Context: an optimization exercise on an open-source flow, tuned for small area, a short achievable clock period and few clock cycles. The choices shown serve that exercise and are no tape-out recipe. The RTL was checked by simulation tests, not by an equivalence proof against the original design.

==> inputs of wip/yarrow <==
==> flow/design.v <==
`timescale 1ns / 1ps
`default_nettype none
package iap_pkg;
	localparam int CHAR_W         = 8;
	localparam int SAT_W          = 57;
	localparam int FLASH_W        = 5;
	localparam int MAX_DIGITS_DEF = 12;
	localparam logic [1:0] ST_OK        = 2'd0;
	localparam logic [1:0] ST_NO_DIGITS = 2'd1;
	localparam logic [1:0] ST_UNIT_ERR  = 2'd2;
	localparam logic [1:0] ST_OVERFLOW  = 2'd3;
endpackage
`default_nettype wire
`timescale 1ns / 1ps
`default_nettype none
module iap_mul10_add #(
	parameter int W = 57
) (
	input  wire [W-1:0] a,
	input  wire [3:0]   d,
	output wire [W-1:0] s
);
	localparam int N  = W;          
	localparam int NP = N + 1;      
	localparam int LV = (NP > 64) ? 7 : (NP > 32) ? 6 : (NP > 16) ? 5 : (NP > 8) ? 4 : 3;
	wire [2:0] xl = d[3] ? 3'b111 : d[2:0];
	wire       y0 = d[3];
	wire       ci = d[3] & d[0];
	wire [N-1:0] x = {a[W-4:0], xl};       
	wire [N-1:0] y = {a[W-2:0], y0};       
	wire [NP-1:0] g0 = {x & y, ci};
	wire [NP-1:0] p0 = {x ^ y, 1'b0};
	wire [NP-1:0] gl [LV+1];
	wire [NP-1:0] pl [LV+1];
	assign gl[0] = g0;
	assign pl[0] = p0;
	genvar l, i;
	generate
		for (l = 0; l < LV; l++) begin : g_lv
			for (i = 0; i < NP; i++) begin : g_pos
				if (((i >> l) & 1) == 1) begin : g_node
					localparam int J = ((i >> l) << l) - 1;
					assign gl[l+1][i] = gl[l][i] | (pl[l][i] & gl[l][J]);
					assign pl[l+1][i] = pl[l][i] & pl[l][J];
				end else begin : g_pass
					assign gl[l+1][i] = gl[l][i];
					assign pl[l+1][i] = pl[l][i];
				end
			end
		end
	endgenerate
	assign s = (x ^ y) ^ gl[LV][N-1:0];
endmodule
`default_nettype wire
`timescale 1ns / 1ps
`default_nettype none
import iap_pkg::*;
module invoice_amount_parser #(
	parameter int MAX_DIGITS = MAX_DIGITS_DEF
) (
	input  logic               clk,
	input  logic               arst_n,
	input  logic               in_valid,
	output logic               in_stall,
	input  logic [CHAR_W-1:0]  character,
	input  logic               last_char,
	output logic               out_valid,
	input  logic               out_stall,
	output logic [1:0]         status,
	output logic [SAT_W-1:0]   satoshis,
	output logic [FLASH_W-1:0] flash_count
);
	localparam logic [1:0] PH_SEEK  = 2'd0;
	localparam logic [1:0] PH_DIG   = 2'd1;
	localparam logic [1:0] PH_UNIT  = 2'd2;
	localparam logic [1:0] PH_DONE  = 2'd3;
	localparam logic [1:0] U_M = 2'd0;
	localparam logic [1:0] U_U = 2'd1;
	localparam logic [1:0] U_N = 2'd2;
	localparam logic [1:0] U_P = 2'd3;
	logic [1:0]  ph_q;
	logic [3:0]  cnt_q;       
	logic [3:0]  sig_q;       
	logic [1:0]  uk_q;        
	logic        ug_q;        
	logic [15:0] l_q;
	logic        accj_q;      
	logic        ended_q;     
	logic        loaded_q;    
	logic        stall_q;
	logic [1:0]  std_q;       
	logic [2:0]  kd_q;        
	logic [2:0]  occ_q;       
	logic        g_q;         
	logic        dz_q;        
	logic [56:0] acc_q;
	logic [2:0]  k_q;         
	logic [2:0]  z_q;         
	logic        active_q;
	logic        eended_q;
	logic        ov_q;
	logic [1:0]  st_q;
	logic [4:0]  fl_q;
	logic is_dig, is_let, is_mnup;
	logic [1:0] kind;
	assign is_dig = (character >= 8'h30) && (character <= 8'h39);
	assign is_let = ((character >= 8'h61) && (character <= 8'h7a)) ||
	                ((character >= 8'h41) && (character <= 8'h5a));
	always_comb begin
		is_mnup = 1'b1;
		kind    = U_M;
		unique case (character)
			8'h6d:   kind = U_M;
			8'h75:   kind = U_U;
			8'h6e:   kind = U_N;
			8'h70:   kind = U_P;
			default: is_mnup = 1'b0;
		endcase
	end
	logic       ir_v, ir_dig, ir_let, ir_mnup, ir_last;
	logic [1:0] ir_kind;
	logic [3:0] ir_d;
	logic       accept, ir_v_n, ir_dig_n;
	assign accept   = in_valid && !stall_q;
	logic dec, pending, can_load, load, proc, fresh;
	assign dec      = ended_q || (ph_q == PH_DONE);
	assign pending  = dec && !loaded_q;
	assign can_load = !active_q && !ov_q;
	logic load_q, fresh_q, blocked_q;
	assign load     = load_q;
	assign fresh    = fresh_q;
	assign proc     = ir_v && !blocked_q;
	logic [1:0]  ph_b, ph_n;
	logic [3:0]  cnt_b, sig_b, cnt_n;
	logic        ug_b;
	logic        in_run, take, ovf_set, unit_hit, pop;
	logic        ended_n, loaded_n;
	assign ph_b   = fresh ? PH_SEEK : ph_q;
	assign cnt_b  = fresh ? 4'd0 : cnt_q;
	assign sig_b  = fresh ? 4'd0 : sig_q;
	assign ug_b   = fresh ? 1'b0 : ug_q;
	assign in_run   = proc && ir_dig && ((ph_b == PH_SEEK) || (ph_b == PH_DIG));
	assign take     = in_run && (cnt_b < 4'(MAX_DIGITS));
	assign ovf_set  = in_run && !(cnt_b < 4'(MAX_DIGITS));
	assign unit_hit = proc && ir_let && ((ph_b == PH_DIG) || (ph_b == PH_UNIT));
	assign pop      = take && (cnt_b >= 4'd4);
	always_comb begin
		ph_n = ph_b;
		unique case (ph_b)
			PH_SEEK: if (ir_dig) ph_n = PH_DIG;
			PH_DIG:  if (ir_let) ph_n = PH_DONE; else if (!ir_dig) ph_n = PH_UNIT;
			PH_UNIT: if (ir_let) ph_n = PH_DONE;
			default: ph_n = PH_DONE;
		endcase
	end
	assign ended_n  = proc ? ir_last : ended_q;
	assign loaded_n = (proc && fresh) ? 1'b0 : (loaded_q || load);
	assign cnt_n    = proc ? (take ? cnt_b + 4'd1 : (ovf_set ? 4'd13 : cnt_b)) : cnt_q;
	always_ff @(posedge clk or negedge arst_n) begin
		if (!arst_n) begin
			ended_q  <= 1'b1;
			loaded_q <= 1'b1;
		end else begin
			ended_q  <= ended_n;
			loaded_q <= loaded_n;
		end
	end
	logic [1:0] ph_x, uk_x;
	logic       ug_x, accj_x;
	assign ph_x   = proc ? ph_n : ph_q;
	assign ug_x   = proc ? (unit_hit ? ir_mnup : ug_b) : ug_q;
	assign uk_x   = unit_hit ? ir_kind : uk_q;
	assign accj_x = proc ? ((fresh ? 1'b0 : accj_q) || pop) : accj_q;
	always_ff @(posedge clk) begin
		ph_q   <= ph_x;
		ug_q   <= ug_x;
		cnt_q  <= cnt_n;
		accj_q <= accj_x;
		uk_q   <= uk_x;
		if (proc) begin
			if (take) begin
				sig_q <= (sig_b == 4'd0) ? {3'd0, ir_d != 4'd0} : sig_b + 4'd1;
			end else begin
				sig_q <= sig_b;
			end
		end
	end
	logic       shift;
	logic [2:0] wpos;
	assign shift = epop || pop;
	logic [2:0] occ_cur, occ_n;
	assign occ_cur = load ? kd_q : occ_q;
	assign wpos    = (occ_cur == 3'd4) ? 3'd3 : occ_cur - {2'd0, epop};
	assign occ_n   = occ_cur - {2'd0, epop} + {2'd0, take && !pop};
	always_ff @(posedge clk) begin
		for (int i = 0; i < 4; i++) begin
			if (take && wpos == 3'(i)) begin
				l_q[15-4*i -: 4] <= ir_d;
			end else if (shift) begin
				l_q[15-4*i -: 4] <= (i == 3) ? 4'd0 : l_q[11-4*i -: 4];
			end
		end
	end
	logic [1:0] st_ld;
	logic [2:0] k_ld, z_ld;
	logic [4:0] fl_ld;
	logic       ok_ld;
	function automatic logic [1:0] f_status(input logic [1:0] ph, input logic [3:0] cnt, input logic ug);
		if (ph == PH_SEEK)             f_status = ST_NO_DIGITS;
		else if (cnt == 4'd13)         f_status = ST_OVERFLOW;
		else if (ph != PH_DONE || !ug) f_status = ST_UNIT_ERR;
		else                           f_status = ST_OK;
	endfunction
	function automatic logic [2:0] f_pops(input logic ok, input logic [1:0] uk, input logic [3:0] cnt);
		logic [2:0] c;
		c = (cnt >= 4'd4) ? 3'd4 : cnt[2:0];
		if (!ok)            f_pops = 3'd0;
		else if (uk == U_N) f_pops = c - 3'd1;
		else if (uk == U_P) f_pops = 3'd0;
		else                f_pops = c;
	endfunction
	assign st_ld = std_q;
	assign ok_ld = (std_q == ST_OK);
	assign k_ld  = kd_q;
	always_comb begin
		z_ld  = 3'd0;
		fl_ld = 5'd1;
		if (ok_ld) begin
			unique case (uk_q)
				U_M: begin z_ld = 3'd5; if (sig_q != 4'd0) fl_ld = {1'b0, sig_q} + 5'd5; end
				U_U: begin z_ld = 3'd2; if (sig_q != 4'd0) fl_ld = {1'b0, sig_q} + 5'd2; end
				U_N: begin              if (sig_q > 4'd1)  fl_ld = {1'b0, sig_q} - 5'd1; end
				default: begin          if (sig_q > 4'd4)  fl_ld = {1'b0, sig_q} - 5'd4; end
			endcase
		end
	end
	logic        step, epop, eend_now, eended_n, fin;
	logic [2:0]  k_n, z_n;
	logic        active_n, ov_n;
	logic lpop;
	assign lpop     = load && (k_ld != 3'd0);
	assign epop     = (active_q && (k_q != 3'd0)) || lpop;
	assign step     = active_q && ((k_q != 3'd0) || (z_q != 3'd0));
	assign eend_now = proc && ir_last && !ended_q && (loaded_q || load);
	assign eended_n = load ? (ended_q || eend_now) : (eended_q || eend_now);
	assign k_n      = load ? (k_ld - {2'd0, lpop}) : ((active_q && (k_q != 3'd0)) ? k_q - 3'd1 : k_q);
	assign z_n      = load ? z_ld : ((step && !epop) ? z_q - 3'd1 : z_q);
	logic kz_n, zz_n;
	assign kz_n     = load ? (k_ld[2:1] == 2'd0) :
	                  ((k_q[2:1] == 2'd0) && (!k_q[0] || active_q));
	assign zz_n     = load ? (z_ld == 3'd0) :
	                  ((z_q[2:1] == 2'd0) && (!z_q[0] || (active_q && (k_q == 3'd0))));
	assign fin      = (load || active_q) && kz_n && zz_n && eended_n;
	assign active_n = (load || active_q) && !fin;
	assign ov_n     = fin || (ov_q && out_stall);
	logic busy_n, load_n, fresh_n, blocked_n, pending_x;
	assign busy_n    = active_n || ov_n;
	assign load_n    = pending_x && !busy_n;
	assign fresh_n   = ended_n && (loaded_n || load_n);
	assign blocked_n = (ended_n && !loaded_n && !load_n) ||
	                   (ir_dig_n && !fresh_n && (ph_x == PH_DIG) && (cnt_n >= 4'd4) &&
	                    (cnt_n < 4'(MAX_DIGITS)) && busy_n);
	assign ir_v_n    = accept || (ir_v && !proc);
	assign ir_dig_n  = accept ? is_dig : ir_dig;
	always_ff @(posedge clk or negedge arst_n) begin
		if (!arst_n) begin
			ir_v <= 1'b0;
		end else begin
			ir_v <= ir_v_n;
		end
	end
	always_ff @(posedge clk) begin
		if (accept) begin
			ir_dig  <= is_dig;
			ir_let  <= is_let;
			ir_mnup <= is_mnup;
			ir_kind <= kind;
			ir_d    <= character[3:0];
			ir_last <= last_char;
		end
	end
	always_ff @(posedge clk or negedge arst_n) begin
		if (!arst_n) begin
			active_q <= 1'b0;
			ov_q     <= 1'b0;
			stall_q  <= 1'b0;
			load_q   <= 1'b0;
			fresh_q  <= 1'b1;
			blocked_q <= 1'b0;
		end else begin
			active_q <= active_n;
			ov_q     <= ov_n;
			stall_q  <= ir_v_n && blocked_n;
			load_q   <= load_n;
			fresh_q  <= fresh_n;
			blocked_q <= blocked_n;
		end
	end
	logic [56:0] h_a, h_s;
	logic [3:0]  h_d;
	logic step_x, ok_x, g_x, dz_x;
	logic [2:0] kld_x;
	assign step_x    = active_n && !(kz_n && zz_n);
	assign pending_x = (ended_n || (ph_x == PH_DONE)) && !loaded_n;
	logic [1:0] st_x;
	assign st_x      = f_status(ph_x, cnt_n, ug_x);
	assign ok_x      = (st_x == ST_OK);
	assign kld_x     = f_pops(ok_x, uk_x, proc ? cnt_b : cnt_q);
	assign g_x       = step_x || (pending_x ? (ok_x && accj_x) : accj_x);
	assign dz_x      = step_x ? kz_n : (pending_x && (kld_x == 3'd0));
	assign h_a = acc_q;
	assign h_d = dz_q ? 4'd0 : l_q[15:12];
	iap_mul10_add #(.W(57)) u_h (.a(h_a), .d(h_d), .s(h_s));
	always_ff @(posedge clk or negedge arst_n) begin
		if (!arst_n) begin
			occ_q <= 3'd0;
		end else begin
			occ_q <= occ_n;
		end
	end
	always_ff @(posedge clk) begin
		g_q  <= g_x;
		dz_q <= dz_x;
	end
	always_ff @(posedge clk) begin
		std_q    <= st_x;
		kd_q     <= kld_x;
		eended_q <= eended_n;
		k_q      <= k_n;
		z_q      <= z_n;
		if (load) begin
			st_q  <= st_ld;
			fl_q  <= fl_ld;
		end
		if (step || pop || (load && ((k_ld != 3'd0) || !(ok_ld && accj_q)))) begin
			acc_q <= g_q ? h_s : {53'd0, h_d};
		end
	end
	assign in_stall    = stall_q;
	assign out_valid   = ov_q;
	assign status      = st_q;
	assign satoshis    = acc_q;
	assign flash_count = fl_q;
endmodule
`default_nettype wire
==> flow/flow/run.sh <==
#!/bin/bash
set -euo pipefail
M=5.9
bash standard.sh "SETUP_SLACK_MARGIN=$M" \
  "BUFFER_PORTS_ARGS=-buffer_cell sky130_fd_sc_hd__buf_1" \
  "CTS_ARGS=-sink_clustering_enable -repair_clock_nets -dont_use_dummy_load -buf_list {sky130_fd_sc_hd__clkbuf_4 sky130_fd_sc_hd__clkbuf_8}" \
  finish > make_finish.log 2>&1
==> flow/standard.sh <==
#!/bin/bash
# synth_recipe.tcl (not shown) runs the flow's synth.tcl, then flattens the netlist and writes it again
# the make line also repeats each setting of config.mk as NAME=value (left out here)
make -C /OpenROAD-flow-scripts/flow DESIGN_CONFIG=/design/flow/config.mk WORK_HOME=/design/flow/orfs CLKGATE_MAP_FILE= SYNTH_SCRIPT=/design/flow/synth_recipe.tcl "${@:-finish}"
==> flow/config.mk <==
export PLATFORM = sky130hd
export DESIGN_NAME = invoice_amount_parser
export DESIGN_NICKNAME = invoice_amount_parser
export VERILOG_FILES = /design/flow/design.v
export SDC_FILE = /design/flow/constraint.sdc
export NUM_CORES = 4
export LEC_CHECK = 0
export ABC_AREA = 1
export CAP_MARGIN = 20
export CORE_MARGIN = 2
export CORE_UTILIZATION = 60
export CTS_BUF_LIST = sky130_fd_sc_hd__clkbuf_4 sky130_fd_sc_hd__clkbuf_8
export SLEW_MARGIN = 20
==> flow/constraint.sdc <==
create_clock -name core_clock -period 9.0 [get_ports {clk}]
set_input_delay 1.8000 -clock core_clock [delete_from_list [all_inputs] [get_ports {clk}]]
set_output_delay 1.8000 -clock core_clock [all_outputs]
set_load 0.01 [all_outputs]
==> inputs of wip/juniper, as changes to wip/yarrow <==
--- a/flow/flow/run.sh
+++ b/flow/flow/run.sh
@@ -1,5 +1,5 @@
 #!/bin/bash
 set -euo pipefail
-M=5.9
+M=6.0
 bash standard.sh "SETUP_SLACK_MARGIN=$M" \
   "BUFFER_PORTS_ARGS=-buffer_cell sky130_fd_sc_hd__buf_1" \
==> inputs of wip/umber, as changes to wip/yarrow <==
--- a/flow/flow/run.sh
+++ b/flow/flow/run.sh
@@ -1,5 +1,5 @@
 #!/bin/bash
 set -euo pipefail
-M=5.9
+M=5.6
 bash standard.sh "SETUP_SLACK_MARGIN=$M" \
   "BUFFER_PORTS_ARGS=-buffer_cell sky130_fd_sc_hd__buf_1" \
--- a/flow/config.mk
+++ b/flow/config.mk
@@ -6,8 +6,7 @@
 export NUM_CORES = 4
 export LEC_CHECK = 0
-export ABC_AREA = 1
-export CAP_MARGIN = 20
+export CAP_MARGIN = 10
 export CORE_MARGIN = 2
 export CORE_UTILIZATION = 60
 export CTS_BUF_LIST = sky130_fd_sc_hd__clkbuf_4 sky130_fd_sc_hd__clkbuf_8
-export SLEW_MARGIN = 20
+export SLEW_MARGIN = 10
==> inputs of wip/lagoon, as changes to wip/yarrow <==
--- a/flow/design.v
+++ b/flow/design.v
@@ -118,17 +118,11 @@
 		endcase
 	end
-	logic       ir_v, ir_dig, ir_let, ir_mnup, ir_last;
-	logic [1:0] ir_kind;
-	logic [3:0] ir_d;
-	logic       accept, ir_v_n, ir_dig_n;
-	assign accept   = in_valid && !stall_q;
 	logic dec, pending, can_load, load, proc, fresh;
 	assign dec      = ended_q || (ph_q == PH_DONE);
 	assign pending  = dec && !loaded_q;
 	assign can_load = !active_q && !ov_q;
-	logic load_q, fresh_q, blocked_q;
-	assign load     = load_q;
-	assign fresh    = fresh_q;
-	assign proc     = ir_v && !blocked_q;
+	assign load     = pending && can_load;
+	assign proc     = in_valid && !stall_q;
+	assign fresh    = ended_q && (loaded_q || load);
 	logic [1:0]  ph_b, ph_n;
 	logic [3:0]  cnt_b, sig_b, cnt_n;
@@ -140,19 +134,19 @@
 	assign sig_b  = fresh ? 4'd0 : sig_q;
 	assign ug_b   = fresh ? 1'b0 : ug_q;
-	assign in_run   = proc && ir_dig && ((ph_b == PH_SEEK) || (ph_b == PH_DIG));
+	assign in_run   = proc && is_dig && ((ph_b == PH_SEEK) || (ph_b == PH_DIG));
 	assign take     = in_run && (cnt_b < 4'(MAX_DIGITS));
 	assign ovf_set  = in_run && !(cnt_b < 4'(MAX_DIGITS));
-	assign unit_hit = proc && ir_let && ((ph_b == PH_DIG) || (ph_b == PH_UNIT));
+	assign unit_hit = proc && is_let && ((ph_b == PH_DIG) || (ph_b == PH_UNIT));
 	assign pop      = take && (cnt_b >= 4'd4);
 	always_comb begin
 		ph_n = ph_b;
 		unique case (ph_b)
-			PH_SEEK: if (ir_dig) ph_n = PH_DIG;
-			PH_DIG:  if (ir_let) ph_n = PH_DONE; else if (!ir_dig) ph_n = PH_UNIT;
-			PH_UNIT: if (ir_let) ph_n = PH_DONE;
+			PH_SEEK: if (is_dig) ph_n = PH_DIG;
+			PH_DIG:  if (is_let) ph_n = PH_DONE; else if (!is_dig) ph_n = PH_UNIT;
+			PH_UNIT: if (is_let) ph_n = PH_DONE;
 			default: ph_n = PH_DONE;
 		endcase
 	end
-	assign ended_n  = proc ? ir_last : ended_q;
+	assign ended_n  = proc ? last_char : ended_q;
 	assign loaded_n = (proc && fresh) ? 1'b0 : (loaded_q || load);
 	assign cnt_n    = proc ? (take ? cnt_b + 4'd1 : (ovf_set ? 4'd13 : cnt_b)) : cnt_q;
@@ -169,6 +163,6 @@
 	logic       ug_x, accj_x;
 	assign ph_x   = proc ? ph_n : ph_q;
-	assign ug_x   = proc ? (unit_hit ? ir_mnup : ug_b) : ug_q;
-	assign uk_x   = unit_hit ? ir_kind : uk_q;
+	assign ug_x   = proc ? (unit_hit ? is_mnup : ug_b) : ug_q;
+	assign uk_x   = unit_hit ? kind : uk_q;
 	assign accj_x = proc ? ((fresh ? 1'b0 : accj_q) || pop) : accj_q;
 	always_ff @(posedge clk) begin
@@ -180,5 +174,5 @@
 		if (proc) begin
 			if (take) begin
-				sig_q <= (sig_b == 4'd0) ? {3'd0, ir_d != 4'd0} : sig_b + 4'd1;
+				sig_q <= (sig_b == 4'd0) ? {3'd0, character[3:0] != 4'd0} : sig_b + 4'd1;
 			end else begin
 				sig_q <= sig_b;
@@ -196,5 +190,5 @@
 		for (int i = 0; i < 4; i++) begin
 			if (take && wpos == 3'(i)) begin
-				l_q[15-4*i -: 4] <= ir_d;
+				l_q[15-4*i -: 4] <= character[3:0];
 			end else if (shift) begin
 				l_q[15-4*i -: 4] <= (i == 3) ? 4'd0 : l_q[11-4*i -: 4];
@@ -242,42 +236,13 @@
 	assign epop     = (active_q && (k_q != 3'd0)) || lpop;
 	assign step     = active_q && ((k_q != 3'd0) || (z_q != 3'd0));
-	assign eend_now = proc && ir_last && !ended_q && (loaded_q || load);
+	assign eend_now = proc && last_char && !ended_q && (loaded_q || load);
 	assign eended_n = load ? (ended_q || eend_now) : (eended_q || eend_now);
 	assign k_n      = load ? (k_ld - {2'd0, lpop}) : ((active_q && (k_q != 3'd0)) ? k_q - 3'd1 : k_q);
 	assign z_n      = load ? z_ld : ((step && !epop) ? z_q - 3'd1 : z_q);
-	logic kz_n, zz_n;
-	assign kz_n     = load ? (k_ld[2:1] == 2'd0) :
-	                  ((k_q[2:1] == 2'd0) && (!k_q[0] || active_q));
-	assign zz_n     = load ? (z_ld == 3'd0) :
-	                  ((z_q[2:1] == 2'd0) && (!z_q[0] || (active_q && (k_q == 3'd0))));
-	assign fin      = (load || active_q) && kz_n && zz_n && eended_n;
+	assign fin      = (load || active_q) && (k_n == 3'd0) && (z_n == 3'd0) && eended_n;
 	assign active_n = (load || active_q) && !fin;
 	assign ov_n     = fin || (ov_q && out_stall);
-	logic busy_n, load_n, fresh_n, blocked_n, pending_x;
-	assign busy_n    = active_n || ov_n;
-	assign load_n    = pending_x && !busy_n;
-	assign fresh_n   = ended_n && (loaded_n || load_n);
-	assign blocked_n = (ended_n && !loaded_n && !load_n) ||
-	                   (ir_dig_n && !fresh_n && (ph_x == PH_DIG) && (cnt_n >= 4'd4) &&
-	                    (cnt_n < 4'(MAX_DIGITS)) && busy_n);
-	assign ir_v_n    = accept || (ir_v && !proc);
-	assign ir_dig_n  = accept ? is_dig : ir_dig;
-	always_ff @(posedge clk or negedge arst_n) begin
-		if (!arst_n) begin
-			ir_v <= 1'b0;
-		end else begin
-			ir_v <= ir_v_n;
-		end
-	end
-	always_ff @(posedge clk) begin
-		if (accept) begin
-			ir_dig  <= is_dig;
-			ir_let  <= is_let;
-			ir_mnup <= is_mnup;
-			ir_kind <= kind;
-			ir_d    <= character[3:0];
-			ir_last <= last_char;
-		end
-	end
+	logic busy_n;
+	assign busy_n = active_n || ov_n;
 	always_ff @(posedge clk or negedge arst_n) begin
 		if (!arst_n) begin
@@ -285,43 +250,38 @@
 			ov_q     <= 1'b0;
 			stall_q  <= 1'b0;
-			load_q   <= 1'b0;
-			fresh_q  <= 1'b1;
-			blocked_q <= 1'b0;
 		end else begin
 			active_q <= active_n;
 			ov_q     <= ov_n;
-			stall_q  <= ir_v_n && blocked_n;
-			load_q   <= load_n;
-			fresh_q  <= fresh_n;
-			blocked_q <= blocked_n;
+			stall_q  <= busy_n && !loaded_n &&
+			            (ended_n || (cnt_n >= 4'd4 && cnt_n < 4'(MAX_DIGITS) && (proc ? ph_n : ph_q) == PH_DIG));
 		end
 	end
 	logic [56:0] h_a, h_s;
 	logic [3:0]  h_d;
-	logic step_x, ok_x, g_x, dz_x;
+	logic step_x, pending_x, ok_x, g_x, dz_x;
 	logic [2:0] kld_x;
-	assign step_x    = active_n && !(kz_n && zz_n);
+	assign step_x    = active_n && ((k_n != 3'd0) || (z_n != 3'd0));
 	assign pending_x = (ended_n || (ph_x == PH_DONE)) && !loaded_n;
 	logic [1:0] st_x;
 	assign st_x      = f_status(ph_x, cnt_n, ug_x);
 	assign ok_x      = (st_x == ST_OK);
-	assign kld_x     = f_pops(ok_x, uk_x, proc ? cnt_b : cnt_q);
+	assign kld_x     = f_pops(ok_x, uk_x, cnt_n);
 	assign g_x       = step_x || (pending_x ? (ok_x && accj_x) : accj_x);
-	assign dz_x      = step_x ? kz_n : (pending_x && (kld_x == 3'd0));
-	assign h_a = acc_q;
+	assign dz_x      = step_x ? (k_n == 3'd0) : (pending_x && (kld_x == 3'd0));
+	assign h_a = g_q ? acc_q : 57'd0;
 	assign h_d = dz_q ? 4'd0 : l_q[15:12];
 	iap_mul10_add #(.W(57)) u_h (.a(h_a), .d(h_d), .s(h_s));
 	always_ff @(posedge clk or negedge arst_n) begin
 		if (!arst_n) begin
+			g_q  <= 1'b0;
+			dz_q <= 1'b0;
 			occ_q <= 3'd0;
 		end else begin
+			g_q  <= g_x;
+			dz_q <= dz_x;
 			occ_q <= occ_n;
 		end
 	end
 	always_ff @(posedge clk) begin
-		g_q  <= g_x;
-		dz_q <= dz_x;
-	end
-	always_ff @(posedge clk) begin
 		std_q    <= st_x;
 		kd_q     <= kld_x;
@@ -334,5 +294,5 @@
 		end
 		if (step || pop || (load && ((k_ld != 3'd0) || !(ok_ld && accj_q)))) begin
-			acc_q <= g_q ? h_s : {53'd0, h_d};
+			acc_q <= h_s;
 		end
 	end
==> flow/run.sh (new file) <==
#!/bin/bash
# synth_recipe.tcl (not shown) runs the flow's synth.tcl, then flattens the netlist and writes it again
# the make line also repeats each setting of config.mk as NAME=value (left out here)
make -C /OpenROAD-flow-scripts/flow DESIGN_CONFIG=/design/flow/config.mk WORK_HOME=/design/flow/orfs CLKGATE_MAP_FILE= SYNTH_SCRIPT=/design/flow/synth_recipe.tcl finish
--- a/flow/config.mk
+++ b/flow/config.mk
@@ -6,8 +6,8 @@
 export NUM_CORES = 4
 export LEC_CHECK = 0
-export ABC_AREA = 1
+export ABC_CLOCK_PERIOD_IN_PS = 3000
 export CAP_MARGIN = 20
 export CORE_MARGIN = 2
 export CORE_UTILIZATION = 60
-export CTS_BUF_LIST = sky130_fd_sc_hd__clkbuf_4 sky130_fd_sc_hd__clkbuf_8
+export SETUP_SLACK_MARGIN = 5
 export SLEW_MARGIN = 20
removed: flow/flow/run.sh
removed: flow/standard.sh
==> comparison <==
wip/lagoon went through all stages and came out clean. wip/umber passed the timing, design-rule and antenna checks. wip/juniper ran to the end with no violations. wip/yarrow completed without violations.
In wip/lagoon the register-to-register slack is lower than in wip/juniper, by 0.76 ns.
Maximum frequency: wip/lagoon < wip/umber < wip/yarrow < wip/juniper.
The highest routed wire length belongs to wip/juniper, the lowest to wip/umber.
Of wip/lagoon and wip/yarrow, wip/yarrow has the higher flip-flop and latch count (gap 14).
Against wip/umber, the setup slack of wip/juniper is better by 0.33 ns.
==> figures <==
item                                                             wip/yarrow  wip/juniper   wip/umber  wip/lagoon
Outcome                                    no timing/DRC/antenna violations  no timing/DRC/antenna violations  no timing/DRC/antenna violations  no timing/DRC/antenna violations
Rows                                                                     44           44          42          42
Post-synthesis cell area                                           9087 um2     9087 um2    8235 um2    8148 um2
Clock tree root buffer cell                                        clkbuf_8     clkbuf_8    clkbuf_8   clkbuf_16
Met3 routing resource usage after global routing                     3.769%       4.062%      4.088%      5.000%
Worst path setup slack after routing                               6.055 ns     6.085 ns    5.759 ns    5.107 ns
Mapped Nets                                                            1251         1251         884         923
Number of cells after detailed placement                               1410         1410        1028        1056
Proportion of netlist area held by the largest area contributor      32.71%       32.71%      36.10%      30.96%
Finished Core Util                                                   66.87%       66.92%      67.57%      74.29%
Reg-to-reg slack, setup                                             6.22 ns      6.18 ns     5.76 ns     5.42 ns
Non-clock buffer share                                               3.143%       3.218%      4.079%      8.979%
Type of the worst setup path                                        reg2out      reg2out     reg2reg      in2reg
Worst hold stages                                                         0            0           0           1
Die boundary height                                                127.1 um     127.1 um    121.2 um    120.5 um
Testbench counts of wip/yarrow, summed over its fixed seeds: cycles 33,131.
Testbench counts of wip/juniper, summed over its fixed seeds: cycles 33,131.
Testbench counts of wip/umber, summed over its fixed seeds: cycles 33,131.
Testbench counts of wip/lagoon, summed over its fixed seeds: cycles 33,205.

[afterwards: timing with drivers on the ports]
The flow's constraints put no driver on any port. The routed layouts listed below were extracted and timed again, unchanged, in two steps.
Step 1 (the two cells are an assumption about what drives the block):
set clk [get_ports {clk}]
set_driving_cell -lib_cell sky130_fd_sc_hd__clkbuf_16 $clk
set_driving_cell -lib_cell sky130_fd_sc_hd__buf_2 [delete_from_list [all_inputs] $clk]
Step 2 times the ports against the registers' clock, not the clock port: input delays grow and output delays shrink by t, the midpoint of the rising clock arrivals with the driver on.
a / b / c = no drivers / after step 1 / after step 2; a / b = the first two.
run | t (ns) | setup slack, ns | worst setup path after step 2 | worst register clock-pin slew, ns | worst slew at a driven data input, ns
wip/yarrow | 0.484 | 6.055 / 6.017 / 5.892 | input to register | 0.08 / 0.08 | 0.03
wip/juniper | 0.477 | 6.085 / 6.047 / 5.920 | input to register | 0.08 / 0.08 | 0.04
wip/umber | 0.465 | 5.759 / 5.759 / 5.750 | input to register | 0.08 / 0.08 | 0.03
wip/lagoon | 0.451 | 5.107 / 5.125 / 4.674 | input to register | 0.06 / 0.06 | 0.05
After both steps setup and hold are still met in every run listed. The setup slack of wip/lagoon, which loses most, moves by +0.018 ns with the drivers and by -0.433 ns with both steps.
